From an optimization exercise on the open Yosys and OpenROAD flow, aimed at small area, a short achievable clock period and few clock cycles; shortcuts taken in it are not production practice.
The RTL was checked by simulation tests, not by an equivalence proof against the original design.

==> flow/design.v, too long to show whole: its modules and the start of the top module <==
// module decoder_rrns: 7183 lines
module decoder_rrns(clk, rst_n, start, rem_64, rem_63, rem_65, rem_67, rem_71, rem_73, rem_79, rem_83, rem_89, busy, data_out, err_count, uncorrectable, done);
  // ...
==> flow/run.sh <==
#!/bin/bash
# synth_recipe.tcl (not shown) runs the flow's synth.tcl, then flattens the netlist and writes it again
# the make line also repeats each setting of config.mk as NAME=value (left out here)
make -C /OpenROAD-flow-scripts/flow DESIGN_CONFIG=/design/flow/config.mk WORK_HOME=/design/flow/orfs CLKGATE_MAP_FILE= SYNTH_SCRIPT=/design/flow/synth_recipe.tcl finish
==> flow/config.mk <==
export PLATFORM = sky130hd
export DESIGN_NAME = decoder_rrns
export DESIGN_NICKNAME = decoder_rrns
export VERILOG_FILES = /design/flow/design.v
export SDC_FILE = /design/flow/constraint.sdc
export NUM_CORES = 4
export LEC_CHECK = 0
export ABC_AREA = 1
export CAP_MARGIN = 30
export CORE_MARGIN = 2
export CORE_UTILIZATION = 55
export SLEW_MARGIN = 50
==> flow/constraint.sdc <==
create_clock -name core_clock -period 130.0 [get_ports {clk}]
set_input_delay 26.0000 -clock core_clock [delete_from_list [all_inputs] [get_ports {clk}]]
set_output_delay 26.0000 -clock core_clock [all_outputs]
set_load 0.01 [all_outputs]
==> impl_metrics.ini, run 1 <==
[status]
status = timing/DRC/antenna clean

[setup_path]
end_kind = output pin
r2r_cells = 151
critPathSlowestCell = clkdlybuf4s50_1
reg2reg_to = b_uk[0]

[cts]
cts.hold.buffers_added = 0
clk_latency_ps = 660
ctsResizeCount = 0
clk_pin_slew_ps = 70
clockBufferDepth = 3

[placement]
placed_cells = 8688
dpl-instance-area_um2 = 49100

[global_route]
grt_start_max_net_pins = 75

[yosys]
synth_top_family_by_area = simple AND/OR/NAND/NOR gates
synth_xor_area_share_pct = 4.44

[floorplanning]
die_y_um = 296

[drt]
met3_length_um = 24200
vias = 52800
drt_iter0_drc = 6502

[cells_and_area]
fillers = 8373
largestRegisters = data_out x16, r_key x9

[timing]
maxSlewHeadroom_pct = 47.2
setup_tns_ps = 0
rsz0062_at_grt = no

[pwr]
Testbench counts, summed over its fixed seeds: cycles 1,392.
==> run 2, diff against run 1 <==
--- a/flow/config.mk
+++ b/flow/config.mk
@@ -9,4 +9,6 @@
 export CAP_MARGIN = 30
 export CORE_MARGIN = 2
 export CORE_UTILIZATION = 55
+export CTS_CLUSTER_DIAMETER = 150
+export CTS_CLUSTER_SIZE = 24
 export SLEW_MARGIN = 50
==> impl_metrics.ini, run 2 <==
[cts]
clk_pin_slew_ps = 120
cts.hold.buffers_added = 0
numCtsBuffers = 15
ctsResizeCount = 0
cts_root_buf = clkbuf_16
clockBufferDepth = 3
clk_latency_ps = 560
h-tree-depth = 1
cts_tree = yes
cts_sinks = 218
cts_setup_buffers = 0

[cells_and_area]
fillers = 8427
final_cell_area_um2 = 49700
drive_above_1_share_pct = 5.46
area_growth_pct = 5.85
largestRegisters = data_out x16, r_key x9
top_register = data_out
fin_util_pct = 58.5
layout_commonest_cell = nand2_1
final_nets = 8276
final_cell_mix = nand2_1 (1618), inv_1 (1480), nor2_1 (823), o21ai_0 (454), nand3_1 (446)
largest_reg_flops = 16

[floorplanning]
die_y_um = 296
rows = 107
initial_core_util_pct = 55.3
design.die.area_um2 = 87700
io_pins = 87
core-area_um2 = 84900
die_w_um = 296

[yosys]
ys_ff_latch = 218
ys.flop_type = dfxtp_1
yosysMostFrequentCell = nand2_1
synthAdderAreaFrac_pct = 22.5
synth.area.top_cells = fa_1 (14%), nand2_1 (13%), inv_1 (12%)
synthMuxAreaShare_pct = 0.0640
yosys.area_share.simple_pct = 31.9
synth_common_cells = nand2_1 (1622), inv_1 (1484), nor2_1 (831)
avgSynthCellArea_um2 = 6.21
yosys.area.top_type = fa_1
synth_nets = 8274
synth.distinct_cells = 91
syn_inst = 7560
synthesis.area_um2 = 46900
synth_top_area_share_pct = 13.7
ys_warn_count = 1
synth_xor_area_share_pct = 4.44
synth_top_family_by_area = simple AND/OR/NAND/NOR gates
synth_compound_area_share_pct = 16.4
synthArstFlopShare_pct = 0.917
ys_seq_area_share_pct = 10.6
synth-edff-count = 61

[setup_path]
cpPeakStageDelay_ps = 460
end_kind = flop
critPathSlowestCell = fa_1
path_class = reg -> reg
cp_data_required_time_ps = 130460
critPathLaunchType = flop
path_common_cell = inv_1
cp.arrival_ps = 28250
cp_max_fo = 13

[global_route]
grt-ovfl-total = 0
grt_pass1_wl_um = 286000
grt_start_max_net_pins = 75
grt_pass1_vias = 48900
antenna_found_initial = 11
grtUsageTotal_pct = 42.6

[placement]
dpl-instance-area_um2 = 49100
port_buffers = 86
gp_congestion = 1.14
hpwl_um = 153000

[min_path]
hold_path.class = reg -> reg

[timing]
finalHoldViolCount = 0
timing.hold.ws_ps = 375
period_minus_slack_ps = 27800
slew_viol_final = 0
finClkSkew_ps = 36.1
max_freq_mhz = 36.0
setup_tns_ps = 0
rsz0062_at_grt = no
tightest_slew_ps = 788
post-route-period-util_pct = 21.4
maxSlewHeadroom_pct = 47.1
setup_viol = 0

[drt]
wl_per_cell_um = 21.9
via_per_inst = 6.02
vias = 52500
ant_nets = 0
drt_iter0_drc = 6571
wirelength_um = 191000
drc = 0
drtPass1Iterations = 9

[status]
status = timing/DRC/antenna clean

[run]
cap_violations = 0
## run 2: cell types whose count changed in the layout (fill, tap and decap cells not counted), moves of 2 or more
cell | before | now
clkinv_1 | 26 | 23
inv_16 | 0 | 2
nor2_2 | 35 | 32
clkinv_4 | 3 | 0
dfxtp_2 | 9 | 7
clkbuf_16 | 30 | 15
inv_6 | 7 | 2
clkinv_2 | 3 | 1
clkbuf_8 | 4 | 2
nor2_1 | 820 | 823
dfxtp_1 | 146 | 148
clkinvlp_4 | 3 | 0
## run 2: final timing paths
path                       startpoint      end  slack (ps)  cells past startpoint
max                             ck[3]  b_uk[0]      102200                    151
min                            r_q[2]   b_q[2]         370                      0
max reg2reg                     ck[3]  b_uk[0]      102200                    151
min reg2reg                    r_q[2]   b_q[2]         370                      0
max in group asynchronous       rst_n     busy      104280                      1
min in group asynchronous       rst_n     busy       25590                      1
## run 2: area by class of cell
type                    instances  area, µm²  share of cell area, %
multi-input cells            5618      35500                   71.5
diodes                          6       15.0                 0.0302
flip-flops and latches        218       4990                   10.1
clock buffers                  19        400                  0.806
inverters                    1561       5880                   11.8
repair buffers                148       1330                   2.69
clock inverters                 6        108                  0.217
well taps                    1144       1430                   2.88
## run 2: critical path: cells and delay by family (launching register included)
| family | cells | cell delay (ps) |
|---|---|---|
| fa+ha+maj | 34 | 11030 |
| flops | 1 | 380 |
| buf+inv | 34 | 3300 |
| mux | 1 | 100 |
| simple gates | 49 | 6720 |
| compound gates | 27 | 4720 |
| xor+xnor | 6 | 1440 |
## run 2: through the flow
step	cells	worst slack, ps
after global routing	8717	99590
after detailed placement	8688	102330
final	8720	102200
after global placement	8688	102910
after CTS	8713	102280
after floorplan	7560	103410
## run 2: cells by family after synthesis
| group | count (synthesis) |
|---|---|
| and+or+nand+nor | 3443 |
| buffers and inverters | 1724 |
| AOI/OAI and AO/OA | 1287 |
| adders and majority gates | 652 |
| xor gates and xnor gates | 233 |
| DFF | 218 |
| muxes | 3 |
## run 2: metal layers
layer	wire [µm]	track usage, %	vias up	share of wire, %
met5	110	0	-	0.058
met4	10900	19.8	10	5.7
met3	25000	12.4	716	13
met2	79800	64.7	3310	42
met1	75100	55.5	24300	39
li1	-	-	24200	-

==> re-timing with driven ports <==
In the flow no input, the clock included, has a driving cell. The finished layouts below were timed again as built, in two steps.
Step 1 sets driving cells, clkbuf_16 on the clock port and buf_2 on the other inputs (assumed; they add their load-dependent delay and slew).
Step 2 also shifts input and output timing later by t, the mid clock arrival at the registers, as if the neighbouring blocks saw the same clock.
a / b / c = no drivers / after step 1 / after step 2; a / b = the first two.
| run | t, ns | setup WS [ns] | worst setup path after step 2 | slew at the worst register clock pin (ns) | pins driven straight from the clock port |
|---|---|---|---|---|---|
| run 1 | 0.698 | 102.158 / 102.086 / 102.190 | register to register | 0.08 / 0.08 | 1 |
| run 2 | 0.615 | 102.204 / 102.204 / 102.204 | register to register | 0.12 / 0.12 | 1 |
After both steps every run listed still meets setup and hold.
